Background: an optimization exercise with open tools, aiming at small area. Do not read the settings as production practice. In this exercise RTL edits were held to simulation tests only and were not proved equivalent to the original. Power is estimated from default activity; no workload was simulated.

==> flow/design.v <==
`default_nettype none
package lrb_pkg;
   localparam int NumSections = 6;
   localparam int ByteW       = 8;
   localparam int SecW        = 3;
   localparam int LedW        = 6;
   localparam int RingW       = 40;
   localparam int ShiftBits   = NumSections * ByteW;
   localparam int CntW        = 6;
   localparam logic [3:0] OP_WRITE     = 4'd0;
   localparam logic [3:0] OP_OR        = 4'd1;
   localparam logic [3:0] OP_AND       = 4'd2;
   localparam logic [3:0] OP_LOAD      = 4'd3;
   localparam logic [3:0] OP_SET_LED   = 4'd4;
   localparam logic [3:0] OP_ROTATE    = 4'd5;
   localparam logic [3:0] OP_READ_SEC  = 4'd6;
   localparam logic [3:0] OP_READ_LED  = 4'd7;
   localparam logic [3:0] OP_CLEAR     = 4'd8;
   localparam logic [3:0] OP_REFRESH   = 4'd9;
endpackage
`default_nettype wire
`default_nettype none
module led_ring_buffer_shift_driver_unit (
   input  wire logic                       clock,
   input  wire logic                       reset,
   input  wire logic                       start,
   output logic                            busy,
   input  wire logic [3:0]                 req_op,
   input  wire logic [lrb_pkg::SecW-1:0]   req_section,
   input  wire logic [7:0]                 req_data_byte,
   input  wire logic [lrb_pkg::LedW-1:0]   req_led_number,
   input  wire logic                       req_direction,
   input  wire logic [5:0]                 req_steps,
   input  wire logic                       req_do_refresh,
   input  wire logic [lrb_pkg::RingW-1:0]  req_wheel_bits,
   output logic                            rsp_valid,
   output logic                            rsp_kind,
   output logic                            rsp_serial_bit,
   output logic                            rsp_latch_enable,
   output logic [7:0]                      rsp_read_data,
   output logic                            rsp_last
);
   localparam logic [1:0] ST_IDLE = 2'd0, ST_SHIFT = 2'd1, ST_ASEC = 2'd2, ST_ALED = 2'd3;
   logic [39:0] ring_ff;
   logic [7:0]  sec0_ff;
   logic [2:0]  q_ff;
   logic [5:0]  cnt_ff;
   logic [1:0]  st_ff;
   logic        enable_ff;
   logic        idle, shift, apply, last_bit, phase2;
   logic        op_wr, op_or, op_and, op_load, op_set, op_rot, op_rsec, op_rled, op_clr, op_ref;
   logic        led_op, led_ok, sec_ok, tgt_ring, tgt_sec0, ring_access, top_write, sec0_write;
   logic [2:0]  led_sec, tgt, m, q_next;
   logic [7:0]  keep_b, set_b, mask;
   logic [5:0]  amt;
   logic [39:0] r0, r1, r2, r3, r4, r5, r6;
   logic        tap_bit;
   logic        zl, ld;
   logic [7:0]  kk, ss;
   always_comb begin
      idle     = (st_ff == ST_IDLE);
      shift    = (st_ff == ST_SHIFT);
      apply    = idle & start;
      last_bit = (cnt_ff == 6'd47);
      phase2   = cnt_ff[5] & cnt_ff[3];    
      op_wr   = (req_op == 4'd0);
      op_or   = (req_op == 4'd1);
      op_and  = (req_op == 4'd2);
      op_load = (req_op == 4'd3);
      op_set  = (req_op == 4'd4);
      op_rot  = (req_op == 4'd5);
      op_rsec = (req_op == 4'd6);
      op_rled = (req_op == 4'd7);
      op_clr  = (req_op == 4'd8);
      op_ref  = (req_op == 4'd9);
      case (req_led_number[5:3])
         3'd0:    led_sec = 3'd3;
         3'd1:    led_sec = 3'd2;
         3'd2:    led_sec = 3'd1;
         3'd3:    led_sec = 3'd5;
         3'd4:    led_sec = 3'd4;
         default: led_sec = 3'd0;
      endcase
      led_ok = (req_led_number < 6'd40);
      sec_ok = (req_section < 3'd6);
      mask   = 8'h80 >> req_led_number[2:0];
      led_op   = op_set | op_rled;
      tgt      = led_op ? led_sec : req_section;
      tgt_ring = led_op ? led_ok : (sec_ok && req_section != 3'd0);
      tgt_sec0 = !led_op && (req_section == 3'd0);
      ring_access = apply & tgt_ring & (op_wr | op_or | op_and | op_set | op_rsec | op_rled);
      top_write   = apply & ~reset & tgt_ring & (op_wr | op_or | op_and | op_set);
      sec0_write  = apply & tgt_sec0 & (op_wr | op_or | op_and);
      keep_b = op_or ? 8'hFF : op_and ? req_data_byte : op_set ? ~mask : 8'h00;
      set_b  = (op_wr | op_or) ? req_data_byte :
               (op_set & (req_data_byte != 8'h00)) ? mask : 8'h00;
      m = 3'((4'd5 - {1'b0, tgt} + {1'b0, q_ff}) % 4'd5);
      q_next = (tgt == 3'd5) ? 3'd0 : tgt;
      if (apply && op_rot)
         amt = req_direction ? req_steps : (req_steps <= 6'd40) ? 6'd40 - req_steps : 6'd16 - req_steps;
      else if (ring_access)
         amt = {m, 3'd0};
      else if (shift && !phase2)
         amt = 6'd1;
      else
         amt = 6'd0;
      zl = reset | (apply & (op_clr | op_load));
      ld = apply & op_load & ~reset;
      r0 = ring_ff;
      for (int i = 0; i < 40; i++)
         r1[i] = (amt[0] & ~zl & r0[(i + 40 - 1) % 40]) | (~amt[0] & ~zl & r0[i]) |
                 (ld & req_wheel_bits[i]);
      for (int i = 0; i < 40; i++) r2[i] = amt[1] ? r1[(i + 40 - 2)  % 40] : r1[i];
      for (int i = 0; i < 40; i++) r3[i] = amt[2] ? r2[(i + 40 - 4)  % 40] : r2[i];
      for (int i = 0; i < 40; i++) r4[i] = amt[3] ? r3[(i + 40 - 8)  % 40] : r3[i];
      for (int i = 0; i < 40; i++) r5[i] = amt[4] ? r4[(i + 40 - 16) % 40] : r4[i];
      kk = top_write ? keep_b : 8'hFF;
      ss = top_write ? set_b : 8'h00;
      for (int i = 0; i < 32; i++) r6[i] = amt[5] ? r5[i + 8] : r5[i];
      for (int i = 32; i < 40; i++)
         r6[i] = (amt[5] & kk[i-32] & r5[i - 32]) | (~amt[5] & kk[i-32] & r5[i]) | ss[i-32];
      case (q_ff)
         3'd0:    tap_bit = ring_ff[39];
         3'd1:    tap_bit = ring_ff[31];
         3'd2:    tap_bit = ring_ff[23];
         3'd3:    tap_bit = ring_ff[15];
         default: tap_bit = ring_ff[7];
      endcase
   end
   always_ff @(posedge clock) begin
      ring_ff <= r6;
      if (reset || (apply && op_clr))
         sec0_ff <= '0;
      else if (sec0_write)
         sec0_ff <= (sec0_ff & keep_b) | set_b;
      else if (shift)
         sec0_ff <= {sec0_ff[6:0], sec0_ff[7]};
      if (reset || (apply && op_load))
         q_ff <= 3'd0;
      else if (ring_access)
         q_ff <= q_next;
   end
   always_ff @(posedge clock) begin
      if (apply) begin
         if (op_rsec)
            cnt_ff <= {1'b0, tgt_sec0, !tgt_ring && !tgt_sec0, 3'd0};
         else if (op_rled)
            cnt_ff <= {2'b00, !led_ok, req_led_number[2:0]};
         else
            cnt_ff <= 6'd0;
      end else begin
         cnt_ff <= cnt_ff + 6'd1;
      end
   end
   always_ff @(posedge clock) begin
      if (reset) begin
         st_ff     <= ST_IDLE;
         enable_ff <= 1'b0;
      end else begin
         if (shift & last_bit) enable_ff <= 1'b1;
         if (apply) begin
            if (op_rsec)
               st_ff <= ST_ASEC;
            else if (op_rled)
               st_ff <= ST_ALED;
            else if (op_load | op_clr | op_ref |
                     ((op_wr | op_or | op_and | op_set | op_rot) & req_do_refresh))
               st_ff <= ST_SHIFT;
         end else if (!shift | last_bit) begin
            st_ff <= ST_IDLE;
         end
      end
   end
   logic [7:0] top;
   always_comb begin
      top              = ring_ff[39:32];
      busy             = !idle;
      rsp_valid        = !idle;
      rsp_kind         = st_ff[1];
      rsp_serial_bit   = shift & (phase2 ? sec0_ff[7] : tap_bit);
      rsp_latch_enable = shift ? last_bit : enable_ff;
      rsp_last         = st_ff[1] | (shift & last_bit);
      if (st_ff == ST_ASEC)
         rsp_read_data = cnt_ff[3] ? 8'h00 : cnt_ff[4] ? sec0_ff : top;
      else if (st_ff == ST_ALED)
         rsp_read_data = {7'd0, !cnt_ff[3] & top[3'd7 - cnt_ff[2:0]]};
      else
         rsp_read_data = 8'h00;
   end
endmodule
`default_nettype wire
==> flow/flow/run.sh <==
#!/bin/bash
# Own flow: the standard synthesis; then the combinational logic between
# the registers is mapped again by ABC for area with each recipe in
# flow/area*.abc, keeping every register cell and its name, and the smallest
# netlist is laid out by the standard flow from floorplan to finish.
set -euo pipefail
W=$(pwd)
R=$W/orfs/results/$FLOW_PLATFORM/led_ring_buffer_shift_driver_unit/base
L=$W/orfs/logs/$FLOW_PLATFORM/led_ring_buffer_shift_driver_unit/base
O=$W/orfs/objects/$FLOW_PLATFORM/led_ring_buffer_shift_driver_unit/base

bash standard.sh synth > $W/synth_standard.log 2>&1

LIB=$(ls $FLOW_HOME/platforms/$FLOW_PLATFORM/lib/sky130_fd_sc_hd__tt_025C_1v80.lib)
DU=$(grep -m1 -o -- '-dont_use .* -constr' $L/1_2_yosys.log | sed 's/ -constr$//')
cp $R/1_2_yosys.v $W/standard_1_2_yosys.v

best=""
best_area=""
for script in $W/flow/area*.abc; do
   n=$(basename $script .abc)
   if ! timeout 600 yosys -p "
read_liberty -ignore_miss_func $LIB
read_verilog -overwrite $W/standard_1_2_yosys.v
hierarchy -top $FLOW_TOP
setattr -mod -set keep_hierarchy 1 sky130_fd_sc_hd__df* sky130_fd_sc_hd__edf* sky130_fd_sc_hd__sdf* sky130_fd_sc_hd__dl*
setattr -mod -set keep_hierarchy 1 sky130_fd_sc_hd__conb_1
flatten -noscopeinfo
rename -hide w:*.*
opt_clean
select $FLOW_TOP
abc -script $script -liberty $LIB $DU -constr $O/abc.constr -D 5500
read_liberty -lib -ignore_redef $LIB
setundef -zero
splitnets
opt_clean
hilomap -singleton -hicell sky130_fd_sc_hd__conb_1 HI -locell sky130_fd_sc_hd__conb_1 LO
opt_clean
tee -o $W/remap_${n}_stat.txt stat -liberty $LIB
check -assert -mapped
write_verilog -noattr -nohex -nodec -selected $W/remap_${n}.v
" > $W/remap_${n}_yosys.log 2>&1; then
      echo "$n failed" >> $W/remap_choice.txt
      continue
   fi
   a=$(grep 'Chip area for module' $W/remap_${n}_stat.txt | awk '{print $NF}')
   echo "$n $a" >> $W/remap_choice.txt
   if [[ -z "$best" ]] || awk -v a="$a" -v b="$best_area" 'BEGIN { exit !(a < b) }'; then
      best=$n
      best_area=$a
   fi
done
echo "chosen $best $best_area" >> $W/remap_choice.txt
[[ -n "$best" ]]

cp $W/remap_${best}.v $R/1_2_yosys.v
# No setup repair at floorplan, before the high-fanout nets are buffered:
# that only upsizes their drivers. Timing is repaired after placement.
export REMOVE_ABC_BUFFERS=1
# After timing repair with global-route parasitics, downsize the gates that
# have slack to spare.
export RECOVER_POWER=100
# Port buffers: the smallest buffer instead of the default pick. Clock tree:
# small clock buffers and no dummy loads.
export BUFFER_PORTS_ARGS="-buffer_cell sky130_fd_sc_hd__buf_1"
export CTS_ARGS="-sink_clustering_enable -repair_clock_nets -dont_use_dummy_load -buf_list {sky130_fd_sc_hd__clkbuf_1 sky130_fd_sc_hd__clkbuf_2 sky130_fd_sc_hd__clkbuf_4}"
bash standard.sh finish > $W/layout_standard.log 2>&1
==> flow/flow/area1.abc <==
strash
ifraig
dch
amap
strash
dch
amap
==> flow/flow/area2.abc <==
strash
ifraig
dch
amap
strash
ifraig
dch
amap
==> flow/flow/area4.abc <==
strash
ifraig
&get -n
&st
&if -a -K 3
&st
&put
dch
amap
==> flow/flow/area5.abc <==
strash
dch
amap
strash
ifraig
dch
amap
strash
dch
amap
==> flow/flow/area6.abc <==
strash
ifraig
dch
amap
strash
dch
amap
strash
dch
amap
==> flow/flow/area7.abc <==
strash
ifraig
balance
dch
amap
strash
dch
amap
==> flow/flow/area8.abc <==
strash
ifraig
dch
amap -F 4 -A 6
strash
dch
amap
==> flow/standard.sh <==
#!/bin/bash
# synth_recipe.tcl (not shown) runs the flow's synth.tcl, then flattens the netlist and writes it again
# the make line also repeats each setting of config.mk as NAME=value (left out here)
make -C /OpenROAD-flow-scripts/flow DESIGN_CONFIG=/design/flow/config.mk WORK_HOME=/design/flow/orfs CLKGATE_MAP_FILE= SYNTH_SCRIPT=/design/flow/synth_recipe.tcl "${@:-finish}"
==> flow/config.mk <==
export PLATFORM = sky130hd
export DESIGN_NAME = led_ring_buffer_shift_driver_unit
export DESIGN_NICKNAME = led_ring_buffer_shift_driver_unit
export VERILOG_FILES = /design/flow/design.v
export SDC_FILE = /design/flow/constraint.sdc
export NUM_CORES = 4
export LEC_CHECK = 0
export ABC_AREA = 1
export CAP_MARGIN = 20
export CORE_MARGIN = 2
export CORE_UTILIZATION = 45
export SLEW_MARGIN = 20
==> flow/constraint.sdc <==
create_clock -name core_clock -period 5.5 [get_ports {clock}]
set_input_delay 1.1000 -clock core_clock [delete_from_list [all_inputs] [get_ports {clock}]]
set_output_delay 1.1000 -clock core_clock [all_outputs]
set_load 0.01 [all_outputs]
==> results.toml <==
[floorplanning]
die_h_um = 103
die_w_um = 103
io_pins = 86
floorplan.initialDensity_pct = 45.9
core-area_sq_um = 9680
rows = 36
dieArea_sq_um = 10700

[drt]
avgViaCountPerCell = 7.18
wl_per_cell_um = 21.1
drcViolationCount = 0
wl_um = 18000
ant_nets = 0
first_pass_iters = 14
vias = 6138
drt_first_iter_violations = 982

[clock_network]
cts_sinks = 60
cts_tree = "done"
cts_max_level = 3
cts_buffer_depth = 2
worstSkewPairLatency_ns = 0.43
cts_buffers = 9
cts_root_buffer = "clkbuf_4"
clk_pin_slew_worst_paths_ns = 0.10

[final_layout]
area_growth_pct = 17.7
nets = 796
drive_gt1_share_pct = 5.40
postLayoutCoreUtil_pct = 54.0
diodes = 0
stdcell_area_sq_um = 5230

[yosys]
synth_cells = 607
yosysWarnings = 1
netlist_area_sq_um = 4450
avgSynthCellArea_sq_um = 7.32

[sta]
final.min_clock_period_ns = 5.06
slew_headroom_pct = 12.3
hold_violations = 0
post-route-period-util_pct = 91.9
tightest_slew_ns = 1.30
skew_ns = 0.0222
fmax_mhz = 198
rsz0062_at_grt = "false"
slew_viol_final = 0
setup-violations-final = 0

[grt]
grt_max_degree = 42
met2_usage_pct = 49.6
grt_pass1_wl_um = 27100
grt_pass1_vias = 5214
grt.busiest_layer = "met2"
grtUsageMet3_pct = 6.92
gr-usage-all-layers_pct = 33.5
antenna_found_initial = 0
met1_usage_pct = 47.1
grt_overflow = 0

[worst_setup_path]
critPathKind = "input port to flip-flop"
worstPathRequired_ns = 5.78
startpoint_type = "input port"
crit_arrival_ns = 5.33
endpoint_kind = "flip-flop"
cp_max_fo = 40
r2r_slack_ns = 1.42

[placed_design]
place_congestion = 0.960
dp_hpwl_um = 13800
dpl-instance-area_sq_um = 5160
portBuffers = 85

[run]
maxCapViolCount = 0

[power]
ir_drop_mv = 0.152
power.density_nw_per_um2 = 230
leakagePower_nw = 1.47
total_power_w = 0.00120

[min_path]
hold_path.class = "flip-flop to flip-flop"

[run_status]
status = "timing/DRC/antenna clean"
-- where the power goes --
part	internal [W]	total (W)	switching, W
Sequential	0.000489	0.000553	0.0000636
Combinational	0.000159	0.000421	0.000262
Clock	0.0000758	0.000231	0.000155
Total	0.000724	0.00120	0.000481
-- routing by layer --
layer  routed length (um)  vias to the layer above
met4                  626                        0
met3                 1850                       56
met5                    0                        -
met1                 7600                     2865
li1                     -                     2851
met2                 7980                      366
-- timing repair --
item                                    4_1_cts  5_1_grt
hold buffers                                  0        0
setup buffers                                 0        0
endpoints found under the setup margin        0       28
resized for setup                             0        3
-- worst max-delay path, cell delays in order --
cell,delay [ns]
buf_1,0.15
clkinv_1,0.18
nand2_1,0.13
nor2_1,0.07
a31oi_2,0.25
clkinv_1,0.19
o32ai_1,0.22
clkinv_1,0.15
nor2_1,0.16
clkinv_1,0.12
o21ai_0,0.12
nand2_1,0.11
clkinv_1,0.08
nor2_1,0.05
a21oi_1,0.20
nand2_1,0.08
nor2_1,0.09
a21oi_1,0.06
a21oi_1,0.19
nor2_1,0.08
nor2_1,0.14
a21oi_1,0.07
o22ai_2,0.23
clkinv_1,0.15
buf_12,0.20
o22ai_1,0.23
o22ai_1,0.13
o22ai_1,0.37
-- worst paths after layout --
check / startpoint / endpoint / depth (start not counted)
max: req_op[1] / ring_ff[22]$_DFF_P_ / 28
min: enable_ff$_SDFFE_PP0P_ / enable_ff$_SDFFE_PP0P_ / 2
max reg2reg: st_ff[0]$_SDFFE_PP0P_ / ring_ff[22]$_DFF_P_ / 14
min reg2reg: enable_ff$_SDFFE_PP0P_ / enable_ff$_SDFFE_PP0P_ / 2
-- per-stage QoR --
stage                     TNS (ns)  setup WS, ns  instances  hold WS [ns]
after CTS                        0         0.385        855         0.451
after detailed placement   -0.0799       -0.0516        846         0.436
after global placement           0         0.261        846         0.429
after global routing             0        0.0423        855         0.479
final                            0         0.444        855         0.447
after floorplan             -73.47         -2.01        607         0.411
-- cells in the final DEF, fill, tap and decap left out, types with 3 or more instances in the layout --
cell type	instances
o22ai_1	207
buf_1	84
nor2_1	62
dfxtp_1	60
clkinv_1	52
a222oi_1	45
a21oi_1	28
nand2_1	27
o21ai_0	20
buf_4	18
nand3_1	12
nor3_1	12
o31ai_1	10
a211oi_1	9
nor2b_1	9
clkbuf_4	9
a22oi_1	8
o32ai_1	4
a221oi_1	4
or3_1	3
o32a_1	3
-- registers in the layout, indices dropped and copies added (netlist names) --
register	count
sec0_ff	8
ring_ff	40
enable_ff	1
st_ff	2
q_ff	3
cnt_ff	6
-- cell type report --
type | instances | area (sq um)
clock buffers | 9 | 67.6
fillers | 970 | 4450
inverters | 53 | 199
multi-input cells | 494 | 3100
flip-flops and latches | 60 | 1200
well taps | 133 | 166
repair buffers | 106 | 498

port drivers added, routing unchanged:
Ports are ideal in the flow. The routed layout listed here was re-timed in OpenROAD.
Step 1 (the two cells are an assumption about what drives the block):
set clk [get_ports {clock}]
set_driving_cell -lib_cell sky130_fd_sc_hd__clkbuf_16 $clk
set_driving_cell -lib_cell sky130_fd_sc_hd__buf_2 [delete_from_list [all_inputs] $clk]
Step 2 times the ports against the registers' clock, not the clock port: input delays grow and output delays shrink by t, the midpoint of the rising clock arrivals with the driver on.
Slacks: ideal ports / drivers / drivers and shift; pairs: ideal ports / drivers.
t (ns): 0.450
setup slack, ns: 0.444 / 0.452 / 0.002
hold slack, ns: 0.447 / 0.447 / 0.447
worst setup path at the end: input to register
After both steps setup and hold are still met in this run. The setup slack of this run moves by +0.008 ns with the drivers and by -0.442 ns with both steps.
